Source: an optimization exercise on an open RTL-to-GDS flow (aim: small area, a short achievable clock period and few clock cycles). Production flows keep margins and buffers that such runs may drop. Only simulation tests tie the RTL to the original design; equivalence was not proved. Power and IR drop assume default switching activity.

==> design/flow/run.sh <==
#!/bin/bash
# synth_recipe.tcl (not shown) runs the flow's synth.tcl, then flattens the netlist and writes it again
# the make line also repeats each setting of config.mk as NAME=value (left out here)
make -C /OpenROAD-flow-scripts/flow DESIGN_CONFIG=/design/flow/config.mk WORK_HOME=/design/flow/orfs CLKGATE_MAP_FILE= SYNTH_SCRIPT=/design/flow/synth_recipe.tcl finish
==> design/flow/config.mk <==
export PLATFORM = sky130hd
export DESIGN_NAME = integer_set_membership_table
export DESIGN_NICKNAME = integer_set_membership_table
export VERILOG_FILES = /design/flow/design.v
export SDC_FILE = /design/flow/constraint.sdc
export NUM_CORES = 4
export LEC_CHECK = 0
export CAP_MARGIN = 20
export CORE_MARGIN = 2
export CORE_UTILIZATION = 55
export CTS_CLUSTER_DIAMETER = 100
export CTS_CLUSTER_SIZE = 24
export SETUP_SLACK_MARGIN = 3.5
export SLEW_MARGIN = 20
export TNS_END_PERCENT = 10
==> design/flow/constraint.sdc <==
create_clock -name core_clock -period 6.0 [get_ports {clk}]
set_input_delay 1.2000 -clock core_clock [delete_from_list [all_inputs] [get_ports {clk}]]
set_output_delay 1.2000 -clock core_clock [all_outputs]
set_load 0.01 [all_outputs]
==> design/flow/design.v <==
package isms_pkg;
  localparam int CAPACITY  = 64;
  localparam int CNT_W     = $clog2(CAPACITY + 1);
  localparam int VAL_W     = 32;
  localparam int CNT_OUT_W = 7;
  localparam logic [1:0] OP_INSERT = 2'd0;
  localparam logic [1:0] OP_REMOVE = 2'd1;
  localparam logic [1:0] OP_QUERY  = 2'd2;
  localparam logic [1:0] OP_CLEAR  = 2'd3;
  localparam logic [1:0] STAT_DONE      = 2'd0;
  localparam logic [1:0] STAT_DUPLICATE = 2'd1;
  localparam logic [1:0] STAT_NOT_FOUND = 2'd2;
  localparam logic [1:0] STAT_FULL      = 2'd3;
  localparam int N_ENTRY = 4;
endpackage
import isms_pkg::*;
module integer_set_membership_table (
  input  logic                                clk,
  input  logic                                rst,
  input  logic                                in_valid,
  output logic                                in_ready,
  input  logic [1:0]                          op,
  input  logic signed [isms_pkg::VAL_W-1:0]   value,
  output logic                                out_valid,
  input  logic                                out_ready,
  output logic                                was_present,
  output logic [1:0]                          status,
  output logic [isms_pkg::CNT_OUT_W-1:0]      member_count
);
  localparam int N = CAPACITY;
  localparam int W = VAL_W;
  localparam int S = N / N_ENTRY;
  localparam int G = 8;             
  logic         ap_v;
  logic [1:0]   ap_op;
  logic [W-1:0] ap_key;
  logic [G-1:0] ap_any;     
  logic [N-1:0][W-1:0] ring;
  logic [N-1:0]        ring_v;
  logic [CNT_W-1:0]    count;
  logic [1:0] q_n;
  logic [9:0] q0, q1;
  logic [N_ENTRY-1:0] hole;
  logic [N_ENTRY-1:0] take;
  for (genvar j = 0; j < N_ENTRY; j++) begin : g_hole
    assign hole[j] = !ring_v[(j * S + N - 1) % N];
  end
  always_comb begin
    take = '0;
    for (int j = N_ENTRY - 1; j >= 0; j--) begin
      if (hole[j]) take = N_ENTRY'(1) << j;
    end
  end
  logic go, is_ins, is_clr, full, present, ins_ok;
  assign is_ins  = (ap_op == OP_INSERT);
  assign is_clr  = (ap_op == OP_CLEAR);
  assign full    = (count == CNT_W'(CAPACITY));
  assign go      = ap_v && !q_n[1] && !(is_ins && !full && !(|hole));
  assign present = |ap_any;
  assign ins_ok  = go && is_ins && !present && !full;
  logic [1:0]       stat;
  logic [CNT_W-1:0] count_next;
  always_comb begin
    stat       = STAT_DONE;
    count_next = count;
    case (ap_op)
      OP_INSERT: begin
        if (present)   stat = STAT_DUPLICATE;
        else if (full) stat = STAT_FULL;
        else           count_next = count + CNT_W'(1);
      end
      OP_REMOVE: begin
        if (!present)  stat = STAT_NOT_FOUND;
        else           count_next = count - CNT_W'(1);
      end
      OP_CLEAR:        count_next = '0;
      default: ;
    endcase
  end
  logic [9:0] res;
  assign res = {present && !is_clr, stat, CNT_OUT_W'(count_next)};
  logic [N-1:0] hit;
  logic         same;
  for (genvar p = 0; p < N; p++) begin : g_cmp
    assign hit[p] = ring_v[p] && (ring[p] == value);
  end
  assign same = (ap_key == value);
  logic in_fire, t_rem, t_clr, put;
  assign in_fire = in_valid && in_ready;
  assign t_rem   = in_fire && (op == OP_REMOVE);
  assign t_clr   = in_fire && (op == OP_CLEAR);
  assign put     = go && is_ins && !full && same;
  logic [N-1:0] ring_v_n;
  logic         ap_v_n;
  logic [1:0]   ap_op_n, q_n_n;
  logic         pop;
  assign pop = q_n[0] && out_ready;
  always_comb begin
    for (int p = 0; p < N; p++) begin
      if (p % S == 0 && take[p / S])
        ring_v_n[p] = ins_ok && !(t_rem && same) && !t_clr;
      else
        ring_v_n[p] = ring_v[(p + N - 1) % N] && !(t_rem && hit[(p + N - 1) % N])
                      && !t_clr;
    end
    ap_v_n  = in_fire || (ap_v && !go);
    ap_op_n = in_fire ? op : ap_op;
    case ({go, pop})
      2'b10:   q_n_n = {q_n[0], 1'b1};
      2'b01:   q_n_n = {1'b0, q_n[1]};
      default: q_n_n = q_n;
    endcase
  end
  logic hole_any_n, full_n, go_n;
  always_comb begin
    hole_any_n = t_clr;
    for (int j = 0; j < N_ENTRY; j++) hole_any_n |= !ring_v[(j * S + N - 2) % N];
  end
  assign full_n = go ? (count_next == CNT_W'(CAPACITY)) : full;
  assign go_n   = ap_v_n && !q_n_n[1] && !((ap_op_n == OP_INSERT) && !full_n && !hole_any_n);
  always_ff @(posedge clk) begin
    for (int p = 0; p < N; p++) begin
      if (p % S == 0 && take[p / S])
        ring[p] <= ap_key;
      else
        ring[p] <= ring[(p + N - 1) % N];
    end
  end
  always_ff @(posedge clk) begin
    if (rst) begin
      ring_v   <= '0;
      count    <= '0;
      ap_v     <= 1'b0;
      q_n      <= 2'b00;
      in_ready <= 1'b1;
    end else begin
      ring_v   <= ring_v_n;
      if (go) count <= count_next;
      ap_v     <= ap_v_n;
      q_n      <= q_n_n;
      in_ready <= !ap_v_n || go_n;
    end
  end
  always_ff @(posedge clk) begin
    if (in_ready) begin
      ap_op  <= op;
      ap_key <= value;
      for (int g = 0; g < G; g++)
        ap_any[g] <= (|hit[g * (N / G) +: N / G]) || (g == 0 && put);
    end
  end
  always_ff @(posedge clk) begin
    if (pop) begin
      q0 <= (go && !q_n[1]) ? res : q1;
      if (go) q1 <= res;
    end else if (go) begin
      if (!q_n[0]) q0 <= res;
      else         q1 <= res;
    end
  end
  assign out_valid    = q_n[0];
  assign was_present  = q0[9];
  assign status       = q0[8:7];
  assign member_count = q0[6:0];
endmodule
==> summary.md, run 1 <==
| Metric | Value |
|---|---|
| Switching part of the total power | `0.2538` |
| FF/Latch Area | `between 40000 and 50000 µm²` |
| Most frequent cells in the layout | `dfxtp_1 (2117), xnor2_1 (1195), xor2_1 (876)` |
| WP depth | `8` |
| Crit-path cells | `buf_16 -> buf_8 -> xor2_1 -> nor4_1 -> nand4_1 -> nor4_2 -> a31o_2 -> or4_1` |
| Top cells by area, synth | `dfxtp_1 (59%), xnor2_1 (15%), xor2_1 (11%)` |
| Drt drc | `0` |
| Sequential-to-total area share from yosys stat | `0.6165` |
| Vias in the first global route | `42840` |
| Worst-path clk slew | `around 0.10 ns` |
| Worst path required time | `about 6.5 ns` |
| Synth cell types | `64` |
| Initial antenna violation count | `12` |
| CTS Buf Count | `about 100` |
| NetSw | `about 6.6 mW` |
| Worst-Skew Late Latency | `0.77 ns` |
| Share of cells above drive strength 1 | `0.1018` |
| Post-Synthesis Cell Area | `~72000 µm²` |
| RD Place Congestion | `between 0.9 and 1` |
| I/O Buffers | `between 40 and 50` |
| DR pass1 iterations | `5` |
| Initial Util | `0.5550` |
| Fmax | `between 0.3 and 0.4 GHz` |
| FF-to-FF End | `in_ready` |
| R2r startpoint | `ring_v[31]` |
| Die area | `about 130000 µm²` |
| Startpoint Class | `primary input` |
| Buf/Inv on CP | `2` |
| Grt ovf | `0` |
| Tightest Hold Check Type | `register to register` |
| Status | `finished clean` |
| Worst-margin pin slew | `about 0.88 ns` |
| Worst Setup Path Type | `primary input to register` |
| Post-synth top area share | `0.5906` |
| Hold Path End | `ring[1288]` |
| Die Y | `approximately 370 µm` |
| CTS tree | `done` |
| #FFs+latches synth | `2185` |
| Net count, final | `approximately 5900` |
| Initial DRC count | `approximately 5000` |
| Ys Warns | `1` |
| Leakage power | `between 30 and 40 nW` |
| Longest Clk Path Bufs | `3` |
| Final TNS setup | `0 ns` |
| Fin. max-slew vios | `0` |
| Final Setup Violations | `0` |
| All-layer global routing usage | `0.3709` |
| First-pass GRT wire length | `approximately 350000 µm` |
| Number of synthesized flops with an enable pin | `62` |
| Routed WL per cell | `34.47 µm` |
| Clock power share | `0.299` |
| Period utilization | `0.4300` |
| Drt total wl | `~260000 µm` |
| Final min period | `between 2 and 3 ns` |
| CP peak stage delay | `0.50 ns` |
| Largest net degree at the start of global routing | `63` |
| Worst-path cell with the longest stage delay | `or4_1` |
| I/O pin count | `50` |
| Final instance area | `between 80000 and 90000 µm²` |
| Sequential power share | `0.607` |
| Reg-to-reg slack, setup | `roughly 3.5 ns` |
| Slew HR | `0.4152` |
| Combinational Power Share | `0.094` |
| CP delay by family, top | `simple AND/OR/NAND/NOR gates` |
| Pwr Density | `~320 nW/µm²` |
| Die W | `about 370 µm` |
| Final ANT Viol Nets | `0` |
| Total number of vias | `roughly 44000` |
| CP arrival | `slightly above 3 ns` |
| H-tree depth | `3` |
| Internal | `a little under 20 mW` |
| Core Region | `between 100000 and 150000 µm²` |
| Kind of end point of the critical path | `register` |
| Max Cap Viol | `0` |
| Avg Vias per Cell | `5.772` |
| Row count | `about 130` |
| RSZ-0062 raised after global routing | `true` |
| Root buffer cell | `clkbuf_16` |
| Post-synth top flop | `dfxtp_1` |
| Hold Path Stages | `0` |
| Fillers | `10294` |
| Final HPWL DP | `about 160000 µm` |
| Largest area contributor in the synthesized netlist | `dfxtp_1` |
| ANT cells | `0` |
| Peak VDD IR | `roughly 0.00027 V` |
| FFs w/ async S/R, synth | `0` |
| Crit-path max FO | `18` |
| Commonest non-fill, non-tap cell in the layout | `dfxtp_1` |
| Area grow syn2layout | `11.77%` |
| HP Start | `ring[1256]` |
| Hold Fails Final Rpt | `0` |
| Average size of a mapped cell | `12.62 µm²` |
| Post-DP Area | `about 74000 µm²` |
| # clock sinks | `roughly 2200` |
| Cells after Synth | `about 5700` |
| Worst reg2reg path depth | `8` |
| Crit. Startpoint | `value[7]` |
| Area occupied by multi-input gates | `roughly 26000 µm²` |
| Syn nets | `5743` |
| Skew final | `between 0.02 and 0.03 ns` |
==> cell families after synthesis <==
| family | share of synthesized area |
|---|---|
| fa+ha+maj | 0.0006956 |
| compound gates | 0.01231 |
| buf+inv | 0.02243 |
| simple gates | 0.07355 |
| flops | 0.6165 |
| mux | 0.02156 |
| xor+xnor | 0.2529 |
==> layout make-up <==
cell class,instances,share of cell area
flip-flops and latches,2185,0.5518
multi-input cells,3242,0.3294
repair buffers,270,0.05728
clock buffers,123,0.03298
well taps,1742,0.02710
clock inverters,6,0.0009179
inverters,10,0.0005601
==> Yosys cell counts (33+ instances only) <==
| cell | number |
|---|---|
| a21oi_1 | 34 |
| and3_1 | 33 |
| buf_2 | 108 |
| buf_4 | 118 |
| clkbuf_1 | 36 |
| dfxtp_1 | 2123 |
| edfxtp_1 | 62 |
| mux2_2 | 136 |
| nand2_1 | 80 |
| nand3_1 | 60 |
| nand4_1 | 321 |
| nor2_1 | 33 |
| nor3_1 | 49 |
| nor4_1 | 282 |
| o211a_1 | 39 |
| xnor2_1 | 1196 |
| xor2_1 | 882 |
==> layer usage <==
metal,global-route usage,vias up,part of all wire
met5,0,-,0.00016
met2,0.5782,2193,0.44
li1,-,19135,-
met4,0.1581,6,0.054
met3,0.06615,569,0.086
met1,0.5078,21837,0.42
==> repair_timing <==
item | CTS | global route
setup endpoints to repair | 131 | 63
pin swaps | 12 | 10
hold buffers | 0 | 0
setup buffers | 61 | 31
gates resized for setup | 298 | 74
gates cloned | 32 | 13
==> flip-flops by register name, indices dropped and copies added, names as in the netlist <==
signal / count
ap_key: 32
ring_v: 64
ap_op: 2
q1: 10
ap_any: 8
count: 7
in_ready: 1
q_n: 2
q0: 10
ring: 2048
ap_v: 1
==> power by group through the flow <==
| stage | combinational, mW | clock [mW] | sequential [mW] |
|---|---|---|---|
| floorplan | 1.56 | 0 | 15.8 |
| global placement | 2.02 | 0 | 16.1 |
| detailed placement | 2.02 | 0 | 16.1 |
| CTS | 2.33 | 7.76 | 15.7 |
| global route | 2.56 | 8.27 | 15.8 |
| finish | 2.46 | 7.76 | 15.8 |
==> worst max path at each step <==
stage / endpoint
after global placement: ap_any[1]
after CTS: in_ready
after detailed placement: ring_v[38]
after floorplan: ap_any[2]
final: ap_any[2]
after global routing: in_ready
==> metrics by stage <==
step	util	setup slack, ns	hold WS, ns	instances	total power, mW
after detailed placement	0.5695	1.811	0.3530	7312	18.09
final	0.6203	3.420	0.3438	7578	26.00
after global placement	0.5695	1.875	0.3509	7312	18.10
after global routing	0.6203	3.371	0.3485	7578	26.63
after CTS	0.6124	3.398	0.3446	7534	25.84
after floorplan	-	3.195	0.3463	5701	17.35
Testbench counts, summed over its fixed seeds: cycles 5,720.
==> inputs of run 2 (changes only) <==
--- a/design/flow/config.mk
+++ b/design/flow/config.mk
@@ -11,5 +11,5 @@
 export CTS_CLUSTER_DIAMETER = 100
 export CTS_CLUSTER_SIZE = 24
-export SETUP_SLACK_MARGIN = 3.5
+export SETUP_SLACK_MARGIN = 3.6
 export SLEW_MARGIN = 20
 export TNS_END_PERCENT = 10
==> run 2 against run 1 <==
Still clean on timing, DRC and antenna. Count of clock-buffer cells in the layout did not move. Synthesized area did not move. Sequential share of layout area fell by 0.60 points. Flip-flop and latch count did not move. Maximum frequency fell by 1.5%. Worst setup slack got worse by 0.039 ns. Clock skew rose by 0.0064 ns. Global-route usage rose by 1.1 points. Largest power group unchanged.
==> summary.md, run 2 <==
| Metric | Value |
|---|---|
| Status | `finished clean` |
| Startpoint Class | `primary input` |
| Fmax | `0.3818 GHz (-1.5%)` |
| Longest Clk Path Bufs | `3 (unchanged)` |
| Top cells by area, synth | `dfxtp_1 (59%), xnor2_1 (15%), xor2_1 (11%)` |
| Post-synth top flop | `dfxtp_1` |
| Worst-margin pin slew | `0.8063 ns (-0.07080 ns)` |
| Hold Path Stages | `0 (unchanged)` |
| Kind of end point of the critical path | `register` |
| Initial antenna violation count | `12 (unchanged)` |
| Peak VDD IR | `0.0002713 V (+1.7%)` |
| CTS tree | `done` |
| Routed WL per cell | `34.78 µm (+0.91%)` |
| Hold Fails Final Rpt | `0 (unchanged)` |
| Vias in the first global route | `43139 (+0.70%)` |
| Number of hold buffers added after cts | `0 (unchanged)` |
| Pwr Density | `320.8 nW/µm² (-0.77%)` |
| Tightest Hold Check Type | `register to register` |
| FFs w/ async S/R, synth | `0 (unchanged)` |
| Max Cap Viol | `0 (unchanged)` |
| Initial Util | `0.5550 (unchanged)` |
| # clock sinks | `2185 (unchanged)` |
| Row count | `132 (unchanged)` |
| Die W | `365.7 µm (unchanged)` |
| Worst Setup Path Type | `primary input to register` |
| Grt ovf | `0 (unchanged)` |
| Initial DRC count | `4982 (+0.16%)` |
| Slew HR | `0.4624 (+0.04720)` |
| Post-Synthesis Cell Area | `71960 µm² (unchanged)` |
| Biggest register | `ring` |
| Period utilization | `0.4366 (+0.006552)` |
| Die area | `133700 µm² (unchanged)` |
| CP arrival | `3.13 ns (+0.05 ns)` |
| Final TNS setup | `0 ns (unchanged)` |
| Core Region | `129600 µm² (unchanged)` |
| Root buffer cell | `clkbuf_16` |
| Pre-CTS setup slack | `1.811 ns (unchanged)` |
| Most frequent cells in the layout | `dfxtp_1 (2117), xnor2_1 (1195), xor2_1 (870)` |
| Syn nets | `5743 (unchanged)` |
| Share of cells above drive strength 1 | `0.1139 (+0.01211)` |
| Area grow syn2layout | `12.99%` |
| First-pass GRT wire length | `353900 µm (+2.4%)` |
| Leakage power | `31.30 nW (+1.5%)` |
| Post-DP Area | `73840 µm² (unchanged)` |
| Ys Warns | `1 (unchanged)` |
| Avg Vias per Cell | `5.749 (-0.40%)` |
| Fin. max-slew vios | `0 (unchanged)` |
| Total number of vias | `43847 (+0.24%)` |
| Drt drc | `0 (unchanged)` |
| Commonest non-fill, non-tap cell in the layout | `dfxtp_1` |
| Final HPWL DP | `156400 µm (unchanged)` |
| Die Y | `365.7 µm (unchanged)` |
| RD Place Congestion | `0.9016 (unchanged)` |
| Worst-Skew Late Latency | `0.78 ns (about the same)` |
| Largest register FFs | `2048 (unchanged)` |
| Final Setup Violations | `0 (unchanged)` |
| I/O Buffers | `49 (unchanged)` |
| Skew final | `0.03570 ns (+0.006398 ns)` |
| Setup ws final | `3.381 ns (-0.03931 ns)` |
| Regs by FF count | `ring x2048, ring_v x64, ap_key x32` |
| Average size of a mapped cell | `12.62 µm² (unchanged)` |
| Drt total wl | `265300 µm (+1.6%)` |
| Largest area contributor in the synthesized netlist | `dfxtp_1` |
| Synth cell types | `64 (unchanged)` |
| Tot Pwr | `26.08 mW (+0.32%)` |
| Final instance area | `81300 µm² (+1.1%)` |
| Final ANT Viol Nets | `0 (unchanged)` |
| Sequential-to-total area share from yosys stat | `0.6165 (unchanged)` |
| Most frequent cell after synthesis | `dfxtp_1` |
| Largest net degree at the start of global routing | `63 (unchanged)` |
| Worst-path clk slew | `0.10 ns (about the same)` |
| DR pass1 iterations | `5 (unchanged)` |
| Worst reg2reg path depth | `8 (unchanged)` |
| Number of synthesized flops with an enable pin | `62 (unchanged)` |
| Post-synth top cells | `dfxtp_1 (2123), xnor2_1 (1196), xor2_1 (882)` |
| Cells after Synth | `5701 (unchanged)` |
| Worst path required time | `6.51 ns (about the same)` |
| Post-synth top area share | `0.5906 (unchanged)` |
| I/O pin count | `50 (unchanged)` |
| Final min period | `2.619 ns (+0.03931 ns)` |
| #FFs+latches synth | `2185 (unchanged)` |
| Net count, final | `5899 (+0.80%)` |
| CTS Buf Count | `101 (unchanged)` |
| H-tree depth | `3 (unchanged)` |
| RSZ-0062 raised after global routing | `true` |
| All-layer global routing usage | `0.3814 (+0.01054)` |
| Crit-path max FO | `22 (+4)` |
[run 2: cell counts after synthesis]
No cell type changed its count.
[run 2: cell families after synthesis]
group | after synthesis | share of synthesized area
buffers and inverters | 274 | 0.02243
AND/OR/NAND/NOR | 904 | 0.07355
multiplexers | 138 | 0.02156
XOR/XNOR | 2078 | 0.2529
AO/OA/AOI/OAI | 118 | 0.01231
adder cells (fa/ha/maj) | 4 | 0.0006956
flip-flops | 2185 | 0.6165
[run 2: path summary, 6_finish.rpt]
check	start	to	slack, ns
max	value[15]	ap_any[5]	3.38
min	ring[1256]	ring[1288]	0.34
max reg2reg	ring_v[31]	in_ready	3.43
min reg2reg	ring[1256]	ring[1288]	0.34
[run 2: timing repair]
item | 4_1_cts | 5_1_grt
endpoints found under the hold margin | 0 | 0
pin swaps | 30 | 34
setup endpoints to repair | 133 | 90
resized for setup | 337 | 79
setup buffers | 86 | 49
gates cloned | 41 | 8
[run 2: through the flow]
stage	hold WS, ns	utilization	std cells
4_1_cts	0.3446	0.6189	7568
3_5_place_dp	0.3530	0.5695	7312
6_report	0.3437	0.6271	7627
5_1_grt	0.3485	0.6270	7625
3_3_place_gp	0.3509	0.5695	7312
2_1_floorplan	0.3463	-	5701
[run 2: layout make-up]
class | count | area (µm²)
Antenna cell | 2 | 5.005
Clock buffer | 123 | 2653
Sequential cell | 2185 | 44380
Multi-Input combinational cell | 3242 | 26710
Clock inverter | 6 | 73.82
Fill cell | 10198 | 48350
Inverter | 10 | 50.05
Tap cell | 1742 | 2180
Timing Repair Buffer | 317 | 5254
[run 2: metal layers]
metal,vias to the layer above,GRT usage,wire (µm)
met5,-,0,40
li1,19220,-,-
met1,21834,0.5174,109900
met2,2189,0.5882,116200
met3,598,0.07558,23900
met4,6,0.1762,15190
[run 2: worst max-delay path: stages]
cell and delay, ns:
buf_16 0.26, buf_6 0.32, xor2_1 0.19, nor4_1 0.09, and3_1 0.17, nand3_1 0.18, nand2_1 0.13, or4_1 0.55
[run 2: power by group]
| group | leakage [nW] | switching [mW] | total, mW | internal [mW] |
|---|---|---|---|---|
| registers | 18.4 | 0.616 | 15.8 | 15.2 |
| logic | 11.6 | 1.39 | 2.54 | 1.14 |
| clock network | 1.33 | 4.62 | 7.76 | 3.14 |
| total | 31.3 | 6.63 | 26.1 | 19.4 |
==> inputs of run 3 (changes only) <==
--- a/design/flow/config.mk
+++ b/design/flow/config.mk
@@ -11,5 +11,5 @@
 export CTS_CLUSTER_DIAMETER = 100
 export CTS_CLUSTER_SIZE = 24
-export SETUP_SLACK_MARGIN = 3.6
+export SETUP_SLACK_MARGIN = 3.5
 export SLEW_MARGIN = 20
-export TNS_END_PERCENT = 10
+export TNS_END_PERCENT = 0
==> run 3 against run 2 <==
Count of clock-buffer cells in the layout is 1 higher. Synthesized area stayed put. Worst setup slack worse by 0.0074 ns. Sequential power hardly changed. Final area is 2.7% lower. Critical endpoint is now ring_v[32]. Critical path depth stayed put. Power is 0.69% lower. Die area stayed put. Flip-flop and latch count stayed put. Still clean on timing, DRC and antenna.
==> summary.md, run 3 <==
| Metric | Value |
|---|---|
| H-tree depth | `3 (unchanged)` |
| Row count | `132 (unchanged)` |
| Reg-to-reg slack, setup | `3.44 ns (about the same)` |
| Worst-Skew Late Latency | `0.78 ns (about the same)` |
| Avg Vias per Cell | `5.756 (+0.12%)` |
| Initial DRC count | `5257 (+5.5%)` |
| Pre-CTS setup slack | `1.977 ns (+0.1660 ns)` |
| Post-synth top flop | `dfxtp_1` |
| CTS tree | `done` |
| Worst path required time | `6.63 ns (+0.12 ns)` |
| Root buffer cell | `clkbuf_16` |
| Final instance area | `79090 µm² (-2.7%)` |
| Most frequent cell after synthesis | `dfxtp_1` |
| Hold Path Stages | `0 (unchanged)` |
| Period utilization | `0.4378 (+0.001238)` |
| HP Start | `ring[705]` |
| RD Place Congestion | `1.004 (+11%)` |
| FF-to-FF End | `in_ready` |
| Hold Path End | `ring[737]` |
| DR pass1 iterations | `7 (+2)` |
| Worst reg2reg path depth | `8 (unchanged)` |
| Post-synth top area share | `0.5906 (unchanged)` |
| # clock sinks | `2185 (unchanged)` |
| Pwr Density | `327.5 nW/µm² (+2.1%)` |
| FFs w/ async S/R, synth | `0 (unchanged)` |
| Worst-margin pin slew | `0.9025 ns (+0.09612 ns)` |
| Initial antenna violation count | `10 (-2)` |
| Skew final | `0.03370 ns (-0.002006 ns)` |
| Ys Warns | `1 (unchanged)` |
| Total number of vias | `43337 (-1.2%)` |
| Largest register FFs | `2048 (unchanged)` |
| Setup ws final | `3.373 ns (-0.007430 ns)` |
| Drt total wl | `259900 µm (-2.0%)` |
| Hold Fails Final Rpt | `0 (unchanged)` |
| Post-DP Area | `73910 µm² (about the same)` |
| Final HPWL DP | `160300 µm (+2.5%)` |
| Cells after Synth | `5701 (unchanged)` |
| Sequential-to-total area share from yosys stat | `0.6165 (unchanged)` |
| R2r startpoint | `ring_v[47]` |
| Status | `finished clean` |
| CP arrival | `3.25 ns (+0.12 ns)` |
| RSZ-0062 raised after global routing | `true` |
| Share of cells above drive strength 1 | `0.08990 (-0.02398)` |
| Worst Setup Path Type | `primary input to register` |
| Biggest register | `ring` |
| I/O Buffers | `49 (unchanged)` |
| Final Setup Violations | `0 (unchanged)` |
| CTS Buf Count | `101 (unchanged)` |
| All-layer global routing usage | `0.3513 (-0.03013)` |
| Post-synth top cells | `dfxtp_1 (2123), xnor2_1 (1196), xor2_1 (882)` |
| Kind of end point of the critical path | `register` |
| Post-Synthesis Cell Area | `71960 µm² (unchanged)` |
| Net count, final | `5798 (-1.7%)` |
| Area grow syn2layout | `9.911%` |
| Slew HR | `0.3928 (-0.06963)` |
| Hold WS | `0.3458 ns (+0.002097 ns)` |
| Regs by FF count | `ring x2048, ring_v x64, ap_key x32` |
| Initial Util | `0.5550 (unchanged)` |
| Drt drc | `0 (unchanged)` |
| Die W | `365.7 µm (unchanged)` |
| Average size of a mapped cell | `12.62 µm² (unchanged)` |
| Final TNS setup | `0 ns (unchanged)` |
| Syn nets | `5743 (unchanged)` |
| Leakage power | `30.15 nW (-3.7%)` |
| Fin. max-slew vios | `0 (unchanged)` |
| I/O pin count | `50 (unchanged)` |
| First-pass GRT wire length | `331100 µm (-6.4%)` |
| Peak VDD IR | `0.0003154 V (+16%)` |
| Placed Cells | `7314 (+0.027%)` |
| Core Region | `129600 µm² (unchanged)` |
| Die Y | `365.7 µm (unchanged)` |
| #FFs+latches synth | `2185 (unchanged)` |
| Tightest Hold Check Type | `register to register` |
| Final ANT Viol Nets | `0 (unchanged)` |
| Crit-path max FO | `32 (+45%)` |
| Final min period | `2.627 ns (+0.007430 ns)` |
| Longest Clk Path Bufs | `3 (unchanged)` |
| Routed WL per cell | `34.52 µm (-0.75%)` |
| Commonest non-fill, non-tap cell in the layout | `dfxtp_1` |
| Most frequent cells in the layout | `dfxtp_1 (2118), xnor2_1 (1196), xor2_1 (881)` |
| Vias in the first global route | `42255 (-2.0%)` |
| Number of hold buffers added after cts | `0 (unchanged)` |
| Top cells by area, synth | `dfxtp_1 (59%), xnor2_1 (15%), xor2_1 (11%)` |
| Largest net degree at the start of global routing | `55 (-13%)` |
| Grt ovf | `0 (unchanged)` |
| Number of synthesized flops with an enable pin | `62 (unchanged)` |
| Worst-path clk slew | `0.10 ns (about the same)` |
| Largest area contributor in the synthesized netlist | `dfxtp_1` |
| Die area | `133700 µm² (unchanged)` |
| Synth cell types | `64 (unchanged)` |
| Fmax | `0.3807 GHz (-0.28%)` |
| Max Cap Viol | `0 (unchanged)` |
| Non-Filler Instances | `7529 (-1.3%)` |
| Startpoint Class | `primary input` |
[run 3: changes by cell type in the layout (fill, tap and decap cells not counted), sizes merged]
cell	delta
bufbuf	-33
buf	-89
clkdlybuf4s15	-2
clkbuf	+24
inv	+1
diode	+1
dlygate4sd2	-1
clkdlybuf4s50	+1
[run 3: layer usage]
layer,part of all wire,vias up,global-route usage
li1,-,18980,-
met4,0.048,8,0.1310
met3,0.082,502,0.05700
met1,0.43,21746,0.4891
met2,0.44,2101,0.5508
met5,0.00019,-,0
[run 3: final cells by class]
cell class	count	area, µm²
diodes	3	7.507
clock buffers	124	2635
clock inverters	7	123.9
fillers	10426	50560
inverters	10	40.04
multi-input cells	3242	26370
flip-flops and latches	2185	44370
well taps	1742	2180
repair buffers	216	3354
[run 3: where the power goes]
group	total (mW)	leakage, nW	switching (mW)	internal, mW
registers	15.8	18.4	0.592	15.2
clock network	7.78	1.34	4.64	3.14
logic	2.37	10.4	1.37	1.00
total	25.9	30.1	6.60	19.3
[run 3: metrics by stage]
step,utilization,power [mW]
global placement,0.5701,18.13
finish,0.6100,25.90
CTS,0.5987,25.68
detailed placement,0.5701,18.12
floorplan,-,17.32
global route,0.6100,26.54
[run 3: critical path, stage by stage]
cell and delay [ns]:
buf_16 0.23, buf_12 0.28, xor2_1 0.10, nor4_1 0.23
nand4_1 0.12, or3_1 0.50, o211ai_1 0.33, o31ai_1 0.14
[run 3: worst max-delay path by stage]
stage,startpoint,end,slack (ns),depth (start not counted)
after detailed placement,value[7],ap_any[1],1.98,8
after floorplan,value[3],ap_any[0],3.17,8
final,value[12],ring_v[32],3.37,8
after CTS,op[0],ring_v[32],3.32,6
after global placement,ap_op[0],in_ready,1.92,12
after global routing,value[0],ring_v[2],3.37,7
[run 3: timing repair]
item | 4_1_cts | 5_1_grt
gates resized for setup | 157 | 107
endpoints found under the setup margin | 126 | 87
setup buffers | 6 | 43
cloned | 8 | 24
pin swaps | 4 | 9
[run 3: cell families after synthesis]
logic type | Yosys count | share of synthesized area
XOR/XNOR | 2078 | 0.2529
AO/OA/AOI/OAI | 118 | 0.01231
adder cells (fa/ha/maj) | 4 | 0.0006956
AND/OR/NAND/NOR | 904 | 0.07355
multiplexers | 138 | 0.02156
buffers and inverters | 274 | 0.02243
flip-flops | 2185 | 0.6165
==> inputs of run 4 (changes only) <==
--- a/design/flow/config.mk
+++ b/design/flow/config.mk
@@ -11,5 +11,6 @@
 export CTS_CLUSTER_DIAMETER = 100
 export CTS_CLUSTER_SIZE = 24
+export PLACE_DENSITY = 0.75
 export SETUP_SLACK_MARGIN = 3.5
 export SLEW_MARGIN = 20
-export TNS_END_PERCENT = 0
+export TNS_END_PERCENT = 10
==> run 4 against run 3 <==
Sequential share of layout area decreased by 0.79 points. Flip-flop and latch count unchanged. Highest routed layer unchanged. Via count increased by 3.2%. Largest power group unchanged. Routed wire length decreased by 3.0%. Worst hold slack got worse by 0.00061 ns. Synthesized area unchanged. Critical path depth increased by 1. Maximum frequency decreased by 1.5%. First-iteration DRC count increased by 12%.
==> summary.md, run 4 <==
| Metric | Value |
|---|---|
| Status | `finished clean` |
| Kind of end point of the critical path | `register` |
| Worst-margin pin slew | `1.183 ns (+0.2810 ns)` |
| Worst-Skew Late Latency | `0.76 ns (-0.02 ns)` |
| I/O Buffers | `49 (unchanged)` |
| Final min period | `2.668 ns (+0.04083 ns)` |
| Number of hold buffers added after cts | `0 (unchanged)` |
| Skew final | `0.03926 ns (+0.005559 ns)` |
| Final HPWL DP | `153700 µm (-4.2%)` |
| CP arrival | `3.29 ns (+0.04 ns)` |
| All-layer global routing usage | `0.3296 (-0.02175)` |
| Drt total wl | `252200 µm (-3.0%)` |
| Max Cap Viol | `0 (unchanged)` |
| Buf/Inv on CP | `2 (unchanged)` |
| Worst path required time | `6.63 ns (about the same)` |
| Longest Clk Path Bufs | `3 (unchanged)` |
| Largest area contributor in the synthesized netlist | `dfxtp_1` |
| Startpoint Class | `register` |
| DR pass1 iterations | `8 (+1)` |
| Fillers | `9930 (-4.8%)` |
| Net count, final | `5848 (+0.86%)` |
| # clock sinks | `2185 (unchanged)` |
| RD Place Congestion | `1.039 (+3.4%)` |
| Share of cells above drive strength 1 | `0.09854 (+0.008640)` |
| Top cells by area, synth | `dfxtp_1 (59%), xnor2_1 (15%), xor2_1 (11%)` |
| FF/Latch Area | `44380 µm² (about the same)` |
| Final Setup Violations | `0 (unchanged)` |
| Initial Util | `0.5550 (unchanged)` |
| Regs by FF count | `ring x2048, ring_v x64, ap_key x32` |
| Average size of a mapped cell | `12.62 µm² (unchanged)` |
| Root buffer cell | `clkbuf_16` |
| Largest register FFs | `2048 (unchanged)` |
| Final TNS setup | `0 ns (unchanged)` |
| Number of synthesized flops with an enable pin | `62 (unchanged)` |
| Fin. max-slew vios | `0 (unchanged)` |
| Ys Warns | `1 (unchanged)` |
| Most Crowded Layer GR | `met2` |
| Die area | `133700 µm² (unchanged)` |
| Leakage power | `30.71 nW (+1.8%)` |
| Post-Synthesis Cell Area | `71960 µm² (unchanged)` |
| H-tree depth | `3 (unchanged)` |
| Vias in the first global route | `43156 (+2.1%)` |
| Die Y | `365.7 µm (unchanged)` |
| RSZ-0062 raised after global routing | `true` |
| Worst-path cell with the longest stage delay | `dfxtp_4` |
| Most frequent cells in the layout | `dfxtp_1 (2117), xnor2_1 (1196), xor2_1 (878)` |
| Avg Vias per Cell | `5.898 (+2.5%)` |
| Largest net degree at the start of global routing | `52 (-5.5%)` |
| Worst-path clk slew | `0.10 ns (about the same)` |
| Sequential-to-total area share from yosys stat | `0.6165 (unchanged)` |
| Row count | `132 (unchanged)` |
| #FFs+latches synth | `2185 (unchanged)` |
| Die W | `365.7 µm (unchanged)` |
| Tightest Hold Check Type | `register to register` |
| Commonest non-fill, non-tap cell in the layout | `dfxtp_1` |
| Pwr Density | `322.7 nW/µm² (-1.5%)` |
| GR met3 Demand/Resource | `0.07290 (+0.01590)` |
| Period utilization | `0.4446 (+0.006805)` |
| I/O pin count | `50 (unchanged)` |
| First-pass GRT wire length | `316100 µm (-4.5%)` |
| Final ANT Viol Nets | `0 (unchanged)` |
| CTS tree | `done` |
| Fmax | `0.3749 GHz (-1.5%)` |
| Crit-path cells | `buf_12 -> nand4_1 -> o21ai_2 -> buf_6 -> ha_1 -> nor2_1 -> a21oi_2 -> a221o_1 -> a41o_1` |
| Hold Fails Final Rpt | `0 (unchanged)` |
| Most frequent cell after synthesis | `dfxtp_1` |
| Post-synth top cells | `dfxtp_1 (2123), xnor2_1 (1196), xor2_1 (882)` |
| Peak VDD IR | `0.0002598 V (-18%)` |
| Slew HR | `0.2111 (-0.1818)` |
| Worst Setup Path Type | `register to register` |
| Area occupied by multi-input gates | `26440 µm² (+0.27%)` |
| Core Region | `129600 µm² (unchanged)` |
| Synth cell types | `64 (unchanged)` |
| Total number of vias | `44728 (+3.2%)` |
| Drt drc | `0 (unchanged)` |
| Grt ovf | `0 (unchanged)` |
| Tot Pwr | `25.89 mW (about the same)` |
| Crit-path max FO | `13 (-59%)` |
| Post-synth top area share | `0.5906 (unchanged)` |
| Cells after Synth | `5701 (unchanged)` |
| FFs w/ async S/R, synth | `0 (unchanged)` |
| CP peak stage delay | `0.41 ns (-0.09 ns)` |
| Syn nets | `5743 (unchanged)` |
| CP delay by family, top | `compound AO/OA/AOI/OAI gates` |
| Routed WL per cell | `33.25 µm (-3.7%)` |
| Initial antenna violation count | `15 (+5)` |
| Initial DRC count | `5894 (+12%)` |
| CTS Buf Count | `101 (unchanged)` |
| GR Layer Usage met1 | `0.4339 (-0.05517)` |
| M2 GR Usage | `0.5225 (-0.02830)` |
| Area grow syn2layout | `11.50%` |
| Biggest register | `ring` |
| Post-synth top flop | `dfxtp_1` |
-- run 4: cell counts after synthesis --
Identical to the previous run, type by type.
-- run 4: metrics by stage --
step | setup slack [ns] | std cells | utilization | hold slack [ns] | area, µm²
floorplan | 3.195 | 5701 | - | 0.3463 | 73210
global route | 3.359 | 7577 | 0.6187 | 0.3548 | 80210
CTS | 3.355 | 7471 | 0.6013 | 0.3511 | 77960
detailed placement | 1.944 | 7313 | 0.5701 | 0.3530 | 73910
finish | 3.332 | 7583 | 0.6188 | 0.3451 | 80230
global placement | 1.976 | 7312 | 0.5700 | 0.3511 | 73900
-- run 4: worst reg2reg max path, delay by kind of cell (launching register included) --
kind	cells	cell delay, ns
DFF	1	0.41
and+or+nand+nor	2	0.57
adders and majority gates	1	0.28
AOI/OAI and AO/OA	4	0.98
buffers and inverters	2	0.34
-- run 4: layout make-up --
class,instances,share of cell area
Sequential cell,2185,0.5531
Clock inverter,8,0.0009201
Antenna cell,6,0.0001871
Tap cell,1742,0.02717
Multi-Input combinational cell,3242,0.3296
Timing Repair Buffer,266,0.05536
Clock buffer,124,0.03311
Inverter,10,0.0004991
-- run 4: kinds of logic (layout without fill, tap and decap cells) --
kind of cell | count (synthesis) | count (layout) | share of synthesized area
multiplexers | 138 | 138 | 0.02156
AND/OR/NAND/NOR | 904 | 904 | 0.07355
flip-flops | 2185 | 2185 | 0.6165
XOR/XNOR | 2078 | 2078 | 0.2529
other | 0 | 6 | 0
buffers and inverters | 274 | 408 | 0.02243
adder cells (fa/ha/maj) | 4 | 4 | 0.0006956
AO/OA/AOI/OAI | 118 | 118 | 0.01231
-- run 4: worst paths after layout --
check	from	endpoint	slack (ns)	depth (start not counted)
max	ring_v[63]	in_ready	3.33	9
min	ring[686]	ring[718]	0.35	0
max reg2reg	ring_v[63]	in_ready	3.33	9
min reg2reg	ring[686]	ring[718]	0.35	0
-- run 4: where the power goes --
part           switching (mW)  total, mW  internal (mW)
Combinational            1.38       2.46           1.07
Sequential              0.595       15.8           15.2
Clock                    4.53       7.67           3.14
-- run 4: metal layers --
metal / vias up / share of wire
met1: 22200 / 0.39
met4: 6 / 0.059
met2: 2747 / 0.43
li1: 19086 / -
met5: - / 0.00015
met3: 689 / 0.12
-- run 4: what timing repair did --
item / in CTS / in global routing
pin swaps: 6 / 14
endpoints found under the setup margin: 127 / 92
cloned: 7 / 39
gates resized for setup: 219 / 135
setup buffers: 19 / 67
==> inputs of run 5 (changes only) <==
--- a/design/flow/config.mk
+++ b/design/flow/config.mk
@@ -11,5 +11,5 @@
 export CTS_CLUSTER_DIAMETER = 100
 export CTS_CLUSTER_SIZE = 24
-export PLACE_DENSITY = 0.75
+export GPL_ROUTABILITY_DRIVEN = 0
 export SETUP_SLACK_MARGIN = 3.5
 export SLEW_MARGIN = 20
==> run 5 against run 4 <==
Still clean on timing, DRC and antenna. Sequential power barely moved. Clock skew fell by 0.0020 ns. Register-to-register slack improved by 0.11 ns. Critical path depth fell by 1. Clock power rose by 2%. Die area did not move. Sequential share of layout area rose by 0.62 points. Count of clock-buffer cells in the layout did not move. Critical path type is now primary input to register. Largest power group unchanged.
==> summary.md, run 5 <==
| Metric | Value |
|---|---|
| Number of synthesized flops with an enable pin | `62 (unchanged)` |
| Drt total wl | `255200 µm (+1.2%)` |
| Net count, final | `5771 (-1.3%)` |
| Top cells by area, synth | `dfxtp_1 (59%), xnor2_1 (15%), xor2_1 (11%)` |
| Cells after Synth | `5701 (unchanged)` |
| Largest net degree at the start of global routing | `37 (-29%)` |
| Post-synth top cells | `dfxtp_1 (2123), xnor2_1 (1196), xor2_1 (882)` |
| Row count | `132 (unchanged)` |
| Drt drc | `0 (unchanged)` |
| CTS Buf Count | `101 (unchanged)` |
| Critical path's most frequent cell | `nand4_1` |
| All-layer global routing usage | `0.3720 (+0.04241)` |
| I/O Buffers | `49 (unchanged)` |
| CTS tree | `done` |
| Grt ovf | `0 (unchanged)` |
| Commonest non-fill, non-tap cell in the layout | `dfxtp_1` |
| Largest area contributor in the synthesized netlist | `dfxtp_1` |
| I/O pin count | `50 (unchanged)` |
| Total number of vias | `43211 (-3.4%)` |
| Die area | `133700 µm² (unchanged)` |
| Post-synth top area share | `0.5906 (unchanged)` |
| Placed Cells | `7309 (-0.055%)` |
| First-pass GRT wire length | `346000 µm (+9.5%)` |
| Worst-Skew Late Latency | `0.76 ns (about the same)` |
| CP delay by family, top | `simple AND/OR/NAND/NOR gates` |
| Final HPWL DP | `156600 µm (+1.9%)` |
| Final ANT Viol Nets | `0 (unchanged)` |
| Synth cell types | `64 (unchanged)` |
| Worst path required time | `6.49 ns (-0.14 ns)` |
| CP arrival | `3.15 ns (-0.14 ns)` |
| Avg Vias per Cell | `5.763 (-2.3%)` |
| Fmax | `0.3755 GHz (+0.18%)` |
| CP peak stage delay | `0.55 ns (+0.14 ns)` |
| Number of hold buffers added after cts | `0 (unchanged)` |
| DR pass1 iterations | `6 (-2)` |
| Fin. max-slew vios | `0 (unchanged)` |
| Skew final | `0.03729 ns (-0.001963 ns)` |
| Buf/Inv on CP | `2 (unchanged)` |
| Area grow syn2layout | `10.26%` |
| Share of cells above drive strength 1 | `0.08358 (-0.01496)` |
| Die Y | `365.7 µm (unchanged)` |
| Ys Warns | `1 (unchanged)` |
| Worst-margin pin slew | `0.8131 ns (-0.3703 ns)` |
| Hold Fails Final Rpt | `0 (unchanged)` |
| Status | `finished clean` |
| H-tree depth | `3 (unchanged)` |
| Kind of end point of the critical path | `register` |
| Final min period | `2.663 ns (-0.004910 ns)` |
| Largest register FFs | `2048 (unchanged)` |
| Peak VDD IR | `0.0002358 V (-9.2%)` |
| # clock sinks | `2185 (unchanged)` |
| Die W | `365.7 µm (unchanged)` |
| Initial DRC count | `4847 (-18%)` |
| Routed WL per cell | `34.04 µm (+2.4%)` |
| Final Setup Violations | `0 (unchanged)` |
| Post-synth top flop | `dfxtp_1` |
| Startpoint Class | `primary input` |
| Non-Filler Instances | `7498 (-1.1%)` |
| Max Cap Viol | `0 (unchanged)` |
| RSZ-0062 raised after global routing | `true` |
| Tightest Hold Check Type | `register to register` |
| Most frequent cells in the layout | `dfxtp_1 (2116), xnor2_1 (1196), xor2_1 (879)` |
| Worst Setup Path Type | `primary input to register` |
| Period utilization | `0.4438 (-0.0008183)` |
| Sequential-to-total area share from yosys stat | `0.6165 (unchanged)` |
| Longest Clk Path Bufs | `3 (unchanged)` |
| Core Region | `129600 µm² (unchanged)` |
| Crit-path max FO | `22 (+9)` |
| Root buffer cell | `clkbuf_16` |
| #FFs+latches synth | `2185 (unchanged)` |
| Slew HR | `0.4529 (+0.2419)` |
| Most frequent cell after synthesis | `dfxtp_1` |
| Post-Synthesis Cell Area | `71960 µm² (unchanged)` |
| Pwr Density | `326.7 nW/µm² (+1.2%)` |
| Initial Util | `0.5550 (unchanged)` |
| Final TNS setup | `0 ns (unchanged)` |
| Worst-path cell with the longest stage delay | `or4_1` |
| Biggest register | `ring` |
| Regs by FF count | `ring x2048, ring_v x64, ap_key x32` |
| Average size of a mapped cell | `12.62 µm² (unchanged)` |
| Initial antenna violation count | `9 (-6)` |
| Syn nets | `5743 (unchanged)` |
| Worst-path clk slew | `0.10 ns (about the same)` |
| Leakage power | `30.34 nW (-1.2%)` |
| Crit-path cells | `buf_16 -> buf_6 -> xor2_1 -> nor4_1 -> and3_1 -> nand4_1 -> nand4_1 -> or4_1` |
| FFs w/ async S/R, synth | `0 (unchanged)` |
| Vias in the first global route | `42868 (-0.67%)` |
-- run 5: logic make-up after synthesis --
kind of cell	count (synthesis)	share of synthesized area
compound gates	118	0.01231
simple gates	904	0.07355
fa+ha+maj	4	0.0006956
flops	2185	0.6165
buf+inv	274	0.02243
mux	138	0.02156
xor+xnor	2078	0.2529
-- run 5: per-stage QoR --
stage | utilization | cell area, µm² | hold WS [ns] | power [mW] | setup WS (ns)
finish | 0.6120 | 79340 | 0.3446 | 25.92 | 3.337
global route | 0.6119 | 79340 | 0.3451 | 26.61 | 3.324
CTS | 0.6111 | 79230 | 0.3489 | 25.87 | 3.336
detailed placement | 0.5692 | 73790 | 0.3530 | 18.09 | 1.763
global placement | 0.5692 | 73790 | 0.3507 | 18.10 | 1.775
floorplan | - | 73210 | 0.3463 | 17.35 | 3.195
-- run 5: final timing paths --
kind	slack [ns]	depth (start not counted)	start	endpoint
worst max-delay path	3.34	8	value[23]	ap_any[0]
worst min-delay path	0.34	0	ring[1303]	ring[1335]
worst max register to register	3.44	6	ap_any[7]	q0[3]
worst min register to register	0.34	0	ring[1303]	ring[1335]
-- run 5: area by class of cell --
class,count,area [µm²]
fillers,10392,50310
flip-flops and latches,2185,44380
multi-input cells,3243,26360
repair buffers,188,3607
clock buffers,124,2699
well taps,1742,2180
clock inverters,5,62.56
inverters,10,50.05
diodes,1,2.502
-- run 5: what timing repair did --
item                       4_1_cts  5_1_grt
pin swaps                       13        4
cloned                          36        1
gates resized for setup        304       15
buffers inserted                22        0
setup endpoints to repair      131       76
-- run 5: routing by layer --
layer,vias to the layer above,GRT usage,routed length (µm)
met4,10,0.1716,12620
li1,18940,-,-
met5,-,0,63
met3,503,0.07285,21500
met2,2048,0.5746,112900
met1,21710,0.5042,108100
-- run 5: power breakdown --
| part | internal [mW] | switching, mW |
|---|---|---|
| Clock | 3.19 | 4.60 |
| Combinational | 1.03 | 1.32 |
| Sequential | 15.2 | 0.612 |
==> inputs of run 6 (changes only) <==
--- a/design/flow/config.mk
+++ b/design/flow/config.mk
@@ -11,6 +11,5 @@
 export CTS_CLUSTER_DIAMETER = 100
 export CTS_CLUSTER_SIZE = 24
-export GPL_ROUTABILITY_DRIVEN = 0
-export SETUP_SLACK_MARGIN = 3.5
+export SETUP_SLACK_MARGIN = 3.35
 export SLEW_MARGIN = 20
 export TNS_END_PERCENT = 10
==> run 6 against run 5 <==
Routed wire length decreased by 4.8%. Via count decreased by 2.1%. Register-to-register slack worse by 0.20 ns. Clock power fell by 0.9%. Count of clock-buffer cells in the layout decreased by 1. Core utilization fell by 0.72 points. Clock skew shrank 0.0027 ns. Non-clock buffer count decreased by 10. Power is 0.75% lower. Cell count is 0.16% lower.
==> summary.md, run 6 <==
| Metric | Value |
|---|---|
| Peak VDD IR | `0.0002678 V (+14%)` |
| Initial Util | `0.5550 (unchanged)` |
| Clock power share | `0.300 (about the same)` |
| Kind of end point of the critical path | `register` |
| Syn nets | `5743 (unchanged)` |
| Drt total wl | `243000 µm (-4.8%)` |
| Row count | `132 (unchanged)` |
| Worst-margin pin slew | `0.8835 ns (+0.07039 ns)` |
| Switching part of the total power | `0.2509 (-0.001233)` |
| Avg Vias per Cell | `5.652 (-1.9%)` |
| Longest Clk Path Bufs | `3 (unchanged)` |
| Fin. max-slew vios | `0 (unchanged)` |
| Buf/Inv on CP | `2 (unchanged)` |
| Combinational Power Share | `0.087 (-0.004)` |
| Placed Cells | `7312 (+0.041%)` |
| Area occupied by multi-input gates | `26270 µm² (-0.34%)` |
| Vias in the first global route | `42175 (-1.6%)` |
| H-tree depth | `3 (unchanged)` |
| Post-synth top area share | `0.5906 (unchanged)` |
| Largest area contributor in the synthesized netlist | `dfxtp_1` |
| Core Region | `129600 µm² (unchanged)` |
| Final min period | `2.814 ns (+0.1512 ns)` |
| Final HPWL DP | `156400 µm (about the same)` |
| Final Setup Violations | `0 (unchanged)` |
| Largest register FFs | `2048 (unchanged)` |
| Most frequent cell after synthesis | `dfxtp_1` |
| Cells after Synth | `5701 (unchanged)` |
| Post-DP Area | `73840 µm² (about the same)` |
| Hold Fails Final Rpt | `0 (unchanged)` |
| Sequential-to-total area share from yosys stat | `0.6165 (unchanged)` |
| Worst path required time | `6.63 ns (+0.14 ns)` |
| NetSw | `6.454 mW (-1.2%)` |
| Tightest Hold Check Type | `register to register` |
| Worst-path cell with the longest stage delay | `nor4_2` |
| Ys Warns | `1 (unchanged)` |
| Fmax | `0.3554 GHz (-5.4%)` |
| Average size of a mapped cell | `12.62 µm² (unchanged)` |
| Pre-CTS setup slack | `1.811 ns (+0.04819 ns)` |
| # clock sinks | `2185 (unchanged)` |
| FFs w/ async S/R, synth | `0 (unchanged)` |
| Final core utilization | `0.6048 (-0.007161)` |
| Crit-path cells | `buf_12 -> buf_8 -> xnor2_1 -> nand4_1 -> nor4_1 -> nand4_1 -> nor4_2 -> or4_1` |
| Drt drc | `0 (unchanged)` |
| CP delay by family, top | `simple AND/OR/NAND/NOR gates` |
| DR pass1 iterations | `5 (-1)` |
| Post-synth top flop | `dfxtp_1` |
| Root buffer cell | `clkbuf_16` |
| I/O Buffers | `49 (unchanged)` |
| First-pass GRT wire length | `329100 µm (-4.9%)` |
| Net count, final | `5760 (-0.19%)` |
| Final instance area | `78410 µm² (-1.2%)` |
| Pwr Density | `328.1 nW/µm² (+0.43%)` |
| Top cells by area, synth | `dfxtp_1 (59%), xnor2_1 (15%), xor2_1 (11%)` |
| Sequential power share | `0.613 (+0.004)` |
| Share of cells above drive strength 1 | `0.07991 (-0.003670)` |
| Number of synthesized flops with an enable pin | `62 (unchanged)` |
| Biggest register | `ring` |
| Worst Setup Path Type | `primary input to register` |
| Critical path's most frequent cell | `nand4_1` |
| Crit-path max FO | `39 (+77%)` |
| Die area | `133700 µm² (unchanged)` |
| CTS Buf Count | `101 (unchanged)` |
| Final TNS setup | `0 ns (unchanged)` |
| Period utilization | `0.4690 (+0.02520)` |
| Leakage power | `29.84 nW (-1.6%)` |
| Die W | `365.7 µm (unchanged)` |
| RD Place Congestion | `approximately 0.9` |
| Post-Synthesis Cell Area | `71960 µm² (unchanged)` |
| Commonest non-fill, non-tap cell in the layout | `dfxtp_1` |
| Final ANT Viol Nets | `0 (unchanged)` |
| I/O pin count | `50 (unchanged)` |
| Area grow syn2layout | `8.971%` |
| Initial DRC count | `4413 (-9.0%)` |
| RSZ-0062 raised after global routing | `true` |
| Max Cap Viol | `0 (unchanged)` |
| Worst-Skew Late Latency | `0.77 ns (about the same)` |
| Initial antenna violation count | `7 (-2)` |
| CP peak stage delay | `0.46 ns (-0.09 ns)` |
| Most frequent cells in the layout | `dfxtp_1 (2119), xnor2_1 (1196), xor2_1 (881)` |
| Synth cell types | `64 (unchanged)` |
| Worst-path clk slew | `0.10 ns (about the same)` |
| CP arrival | `3.44 ns (+0.29 ns)` |
| Regs by FF count | `ring x2048, ring_v x64, ap_key x32` |
| Largest net degree at the start of global routing | `63 (+70%)` |
| All-layer global routing usage | `0.3487 (-0.02323)` |
| Post-synth top cells | `dfxtp_1 (2123), xnor2_1 (1196), xor2_1 (882)` |
| Skew final | `0.03456 ns (-0.002730 ns)` |
| CTS tree | `done` |
| Fillers | `10514 (+1.2%)` |
| #FFs+latches synth | `2185 (unchanged)` |
| Routed WL per cell | `32.47 µm (-4.6%)` |
| Total number of vias | `42308 (-2.1%)` |
| Slew HR | `0.4110 (-0.04193)` |
| Internal | `19.27 mW (-0.58%)` |
| Die Y | `365.7 µm (unchanged)` |
| FF/Latch Area | `44370 µm² (about the same)` |
| Setup ws final | `3.186 ns (-0.1512 ns)` |
| Grt ovf | `0 (unchanged)` |
| Startpoint Class | `primary input` |
| ANT cells | `0 (-1)` |
| Status | `finished clean` |
| Non-Filler Instances | `7486 (-0.16%)` |
-- run 6: worst register-to-register path, stage by stage, from the launching register on --
cell	delay, ns
dfxtp_1	0.52
nand4_1	0.62
o21ai_2	0.40
buf_8	0.14
ha_1	0.27
nor2_1	0.15
a21oi_2	0.06
a221o_1	0.31
a41o_1	0.20
-- run 6: stage by stage --
stage	total power [mW]	hold slack, ns
6_report	25.73	0.3465
5_1_grt	26.42	0.3485
4_1_cts	25.68	0.3446
3_5_place_dp	18.09	0.3530
3_3_place_gp	18.10	0.3509
2_1_floorplan	17.35	0.3463
-- run 6: layout make-up --
| class | instances | share of cell area |
|---|---|---|
| Clock buffer | 123 | 0.03383 |
| Clock inverter | 6 | 0.0009415 |
| Inverter | 10 | 0.0005425 |
| Tap cell | 1742 | 0.02780 |
| Timing Repair Buffer | 178 | 0.03603 |
| Sequential cell | 2185 | 0.5659 |
| Multi-Input combinational cell | 3242 | 0.3350 |
-- run 6: cells by family (layout without fill, tap and decap cells) --
logic type / after synthesis / count (layout) / share of synthesized area
XOR/XNOR: 2078 / 2078 / 0.2529
AO/OA/AOI/OAI: 118 / 118 / 0.01231
multiplexers: 138 / 138 / 0.02156
buffers and inverters: 274 / 317 / 0.02243
AND/OR/NAND/NOR: 904 / 904 / 0.07355
adder cells (fa/ha/maj): 4 / 4 / 0.0006956
flip-flops: 2185 / 2185 / 0.6165
-- run 6: power groups by stage --
stage / clock network, mW / logic [mW] / registers (mW)
2_1_floorplan: 0 / 1.56 / 15.8
3_3_place_gp: 0 / 2.02 / 16.1
3_5_place_dp: 0 / 2.02 / 16.1
4_1_cts: 7.76 / 2.16 / 15.7
5_1_grt: 8.27 / 2.34 / 15.8
6_report: 7.72 / 2.23 / 15.8
-- run 6: per-layer routing --
layer  GRT usage  routed length, µm  vias up
li1            -                  -    18921
met1      0.4789             106100    21220
met2      0.5549             109100     1736
met3     0.05987              17750      427
met4      0.1244              10090        4
met5           0                 23        -
-- run 6: path summary, 6_finish.rpt --
path | from | to | slack [ns] | cells past startpoint
max | value[2] | ap_any[3] | 3.19 | 8
max reg2reg | ring_v[15] | in_ready | 3.24 | 8
min reg2reg | ring[1256] | ring[1288] | 0.35 | 0
min | ring[1256] | ring[1288] | 0.35 | 0
-- run 6: what timing repair did --
action                                  4_1_cts  5_1_grt
buffers inserted                             22        3
pin swaps                                     5        1
hold buffers                                  0        0
endpoints found under the setup margin      128       63
resized for setup                           178       50
cloned                                       14        6
==> inputs of run 7 (changes only) <==
--- a/design/flow/design.v
+++ b/design/flow/design.v
@@ -31,5 +31,5 @@
   localparam int W = VAL_W;
   localparam int S = N / N_ENTRY;
-  localparam int G = 8;             
+  localparam int G = 4;             
   logic         ap_v;
   logic [1:0]   ap_op;
--- a/design/flow/config.mk
+++ b/design/flow/config.mk
@@ -11,5 +11,5 @@
 export CTS_CLUSTER_DIAMETER = 100
 export CTS_CLUSTER_SIZE = 24
-export SETUP_SLACK_MARGIN = 3.35
+export SETUP_SLACK_MARGIN = 3.5
 export SLEW_MARGIN = 20
 export TNS_END_PERCENT = 10
==> run 7 against run 6 <==
Largest cell class unchanged. Sequential power hardly changed. Worst setup slack better by 0.23 ns. Combinational power grew 18%. Largest power group unchanged. Non-clock buffer count rose by 162. Synthesized cell count barely moved. Global-route usage is 4.5 points higher.
==> summary.md, run 7 <==
| Metric | Value |
|---|---|
| Final TNS setup | `0 ns (unchanged)` |
| Tightest Hold Check Type | `register to register` |
| Worst-margin pin slew | `0.7005 ns (-0.1830 ns)` |
| Commonest non-fill, non-tap cell in the layout | `dfxtp_1` |
| Initial antenna violation count | `17 (+10)` |
| Number of hold buffers added after cts | `0 (unchanged)` |
| Period utilization | `0.4302 (-0.03884)` |
| CP arrival | `3.19 ns (-0.25 ns)` |
| CP delay by family, top | `simple AND/OR/NAND/NOR gates` |
| CTS Buf Count | `100 (-0.99%)` |
| Pwr Density | `321.1 nW/µm² (-2.1%)` |
| CP peak stage delay | `0.30 ns (-0.16 ns)` |
| # clock sinks | `2181 (-0.18%)` |
| Reg-to-reg slack, setup | `3.53 ns (+0.29 ns)` |
| NetSw | `6.654 mW (+3.1%)` |
| Row count | `132 (unchanged)` |
| Initial DRC count | `5261 (+19%)` |
| Final ANT Viol Nets | `0 (unchanged)` |
| Routed WL per cell | `36.33 µm (+12%)` |
| Die W | `365.3 µm (-0.12%)` |
| RSZ-0062 raised after global routing | `true` |
| Area grow syn2layout | `12.99%` |
| Syn nets | `5745 (+0.035%)` |
| Startpoint Class | `primary input` |
| Drt total wl | `277700 µm (+14%)` |
| Worst-path clk slew | `0.10 ns (about the same)` |
| I/O pin count | `50 (unchanged)` |
| Root buffer cell | `clkbuf_16` |
| Biggest register | `ring` |
| Number of synthesized flops with an enable pin | `58 (-6.5%)` |
| Status | `finished clean` |
| Core Region | `129500 µm² (-0.13%)` |
| Switching part of the total power | `0.2554 (+0.004586)` |
| Total number of vias | `44445 (+5.1%)` |
| All-layer global routing usage | `0.3941 (+0.04541)` |
| FF-to-FF End | `ring_v[37]` |
| Longest Clk Path Bufs | `3 (unchanged)` |
| R2r startpoint | `in_ready` |
| DR pass1 iterations | `6 (+1)` |
| HP Start | `ring[675]` |
| Grt ovf | `0 (unchanged)` |
| Regs by FF count | `ring x2048, ring_v x64, ap_key x32` |
| Sequential power share | `0.604 (-0.009)` |
| Max Cap Viol | `0 (unchanged)` |
| Vias in the first global route | `42861 (+1.6%)` |
| Clock power share | `0.295 (-0.005)` |
| Worst Setup Path Type | `primary input to register` |
| Setup ws final | `3.419 ns (+0.2330 ns)` |
| Sequential-to-total area share from yosys stat | `0.6163 (about the same)` |
| Critical path's most frequent cell | `nand4_1` |
| Crit-path max FO | `19 (-51%)` |
| Most frequent cells in the layout | `dfxtp_1 (2116), xnor2_1 (1379), xor2_1 (676)` |
| Internal | `19.39 mW (+0.62%)` |
| Post-synth top cells | `dfxtp_1 (2123), xnor2_1 (1393), xor2_1 (677)` |
| Leakage power | `30.49 nW (+2.2%)` |
| I/O Buffers | `49 (unchanged)` |
| Largest register FFs | `2048 (unchanged)` |
| Area occupied by multi-input gates | `26790 µm² (+2.0%)` |
| Most frequent cell after synthesis | `dfxtp_1` |
| Share of cells above drive strength 1 | `0.1226 (+0.04265)` |
| Fin. max-slew vios | `0 (unchanged)` |
| Peak VDD IR | `0.0002773 V (+3.5%)` |
| Slew HR | `0.5287 (+0.1177)` |
| Fillers | `10280 (-2.2%)` |
| Net count, final | `5919 (+2.8%)` |
| Largest area contributor in the synthesized netlist | `dfxtp_1` |
| Synth cell types | `69 (+7.8%)` |
| Ys Warns | `1 (unchanged)` |
| Post-synth top flop | `dfxtp_1` |
| Drt drc | `0 (unchanged)` |
| Largest net degree at the start of global routing | `43 (-32%)` |
| Worst path required time | `6.61 ns (-0.02 ns)` |
| Combinational Power Share | `0.101 (+0.014)` |
| Hold Fails Final Rpt | `0 (unchanged)` |
| Final min period | `2.581 ns (-0.2330 ns)` |
| Cells after Synth | `5703 (+0.035%)` |
| H-tree depth | `3 (unchanged)` |
| Post-synth top area share | `0.5921 (+0.001431)` |
| Worst-Skew Late Latency | `0.76 ns (about the same)` |
| Hold Path End | `ring[707]` |
| Pre-CTS setup slack | `1.918 ns (+0.1072 ns)` |
| Skew final | `0.02586 ns (-0.008705 ns)` |
| FFs w/ async S/R, synth | `0 (unchanged)` |
| Fmax | `0.3875 GHz (+9.0%)` |
| Die Y | `365.3 µm (-0.12%)` |
| Worst-path cell with the longest stage delay | `nor4_4` |
| Kind of end point of the critical path | `register` |
| CTS tree | `done` |
| Final HPWL DP | `163300 µm (+4.4%)` |
| Average size of a mapped cell | `12.59 µm² (-0.28%)` |
| RD Place Congestion | `1.024 (+14%)` |
| Crit-path cells | `buf_16 -> buf_12 -> xnor2_2 -> nand4_1 -> nor4_2 -> nand4_1 -> nor4_4 -> buf_4 -> nor4_1 -> nand4_1` |
| FF/Latch Area | `44260 µm² (-0.25%)` |
| WP depth | `10 (+2)` |
| Tot Pwr | `26.05 mW (+1.2%)` |
| Hold Path Stages | `0 (unchanged)` |
| Buf/Inv on CP | `3 (+1)` |
| Top cells by area, synth | `dfxtp_1 (59%), xnor2_1 (17%), xor2_1 (8.3%)` |
| Worst reg2reg path depth | `7 (-1)` |
| Post-Synthesis Cell Area | `71780 µm² (-0.24%)` |
| First-pass GRT wire length | `357800 µm (+8.7%)` |
| Final Setup Violations | `0 (unchanged)` |
| #FFs+latches synth | `2181 (-0.18%)` |
| Die area | `133400 µm² (-0.24%)` |
| Avg Vias per Cell | `5.814 (+2.9%)` |
| Initial Util | `0.5544 (-0.0006352)` |
## run 7: cell types whose count changed in the layout (fill, tap and decap cells not counted), sizes merged, moves of 20 or more
cell | before | now
xor2 | 882 | 678
xnor2 | 1196 | 1393
buf | 142 | 277
nand4 | 321 | 374
a21oi | 34 | 74
o211a | 39 | 1
bufbuf | 14 | 37
and3 | 33 | 13
nor3 | 49 | 29
## run 7: logic make-up after synthesis
logic type,share of synthesized area
DFF,0.6163
xor gates and xnor gates,0.2528
and+or+nand+nor,0.07352
buffers and inverters,0.02459
muxes,0.02132
AOI/OAI and AO/OA,0.01074
adders and majority gates,0.0006972
## run 7: cell type report
class / count / area share
inverters: 25 / 0.001311
well taps: 1742 / 0.02687
multi-input cells: 3229 / 0.3303
flip-flops and latches: 2181 / 0.5457
clock buffers: 119 / 0.03238
diodes: 3 / 0.00009256
clock inverters: 5 / 0.0006325
repair buffers: 340 / 0.06274
## run 7: worst max-delay path by stage
| stage | startpoint | endpoint | slack [ns] |
|---|---|---|---|
| 3_3_place_gp | value[23] | ap_any[3] | 1.91 |
| 6_report | value[1] | ap_any[0] | 3.42 |
| 2_1_floorplan | value[3] | ap_any[0] | 3.27 |
| 4_1_cts | q_n[0] | out_valid | 3.41 |
| 5_1_grt | value[22] | ap_any[0] | 3.41 |
| 3_5_place_dp | value[12] | ap_any[3] | 1.92 |
## run 7: repair_timing
item                                    4_1_cts  5_1_grt
buffers inserted                             19      118
pin swaps                                    12       39
cloned                                       37       19
gates resized for setup                     266       84
endpoints found under the hold margin         0        0
endpoints found under the setup margin      121       57
## run 7: power by group through the flow
stage / Sequential, mW / Clock, mW / Combinational (mW)
after floorplan: 15.8 / 0 / 1.56
after global placement: 16.0 / 0 / 2.13
after detailed placement: 16.0 / 0 / 2.12
after CTS: 15.7 / 7.66 / 2.41
after global routing: 15.8 / 8.17 / 2.72
final: 15.7 / 7.67 / 2.64
## run 7: metrics by stage
stage / hold WS [ns] / cells / cell area [µm²] / utilization
after floorplan: 0.3308 / 5703 / 72730 / -
final: 0.3592 / 7644 / 81110 / 0.6264
after CTS: 0.3565 / 7504 / 79190 / 0.6116
after global placement: 0.3459 / 7324 / 74020 / 0.5717
after detailed placement: 0.3439 / 7324 / 74020 / 0.5717
after global routing: 0.3648 / 7641 / 81100 / 0.6264
## run 7: routing by layer
layer | part of all wire | vias to the layer above | GRT usage
met2 | 0.44 | 2378 | 0.6100
met1 | 0.41 | 22240 | 0.5327
met3 | 0.096 | 622 | 0.07835
li1 | - | 19197 | -
met5 | 0.00021 | - | 0
met4 | 0.058 | 8 | 0.1814
Testbench counts of run 7, summed over its fixed seeds: cycles 5,720.

[what the ideal ports hide]
In the flow no input, the clock included, has a driving cell. The finished layouts below were timed again as built, in two steps.
Step 1 assumes that a clkbuf_16 drives the clock port and a buf_2 every other input.
Step 2 moves the port delays by t, midway between the first and last clock arrival at a register: inputs arrive t later, outputs are due t later. That takes back most of the time a late clock gives input paths.
a / b / c = ideal ports / drivers / drivers and shift; a / b = the first two.
run | t, ns | setup WS [ns] | worst register clock-pin slew, ns | pins driven straight from the clock port
run 1 | 0.832 | 3.420 / 3.191 / 2.359 | 0.11 / 0.11 | 1
run 2 | 0.837 | 3.381 / 3.232 / 2.395 | 0.12 / 0.12 | 1
run 3 | 0.841 | 3.373 / 3.159 / 2.318 | 0.11 / 0.11 | 1
run 4 | 0.818 | 3.332 / 3.162 / 2.344 | 0.12 / 0.12 | 1
run 5 | 0.822 | 3.337 / 3.175 / 2.354 | 0.11 / 0.11 | 1
run 6 | 0.826 | 3.186 / 3.092 / 2.267 | 0.11 / 0.11 | 1
run 7 | 0.827 | 3.419 / 3.237 / 2.410 | 0.11 / 0.11 | 1
After both steps every run listed still meets setup and hold. For run 1, which loses most, drivers alone change the setup slack by -0.229 ns; drivers and shift together by -1.061 ns.
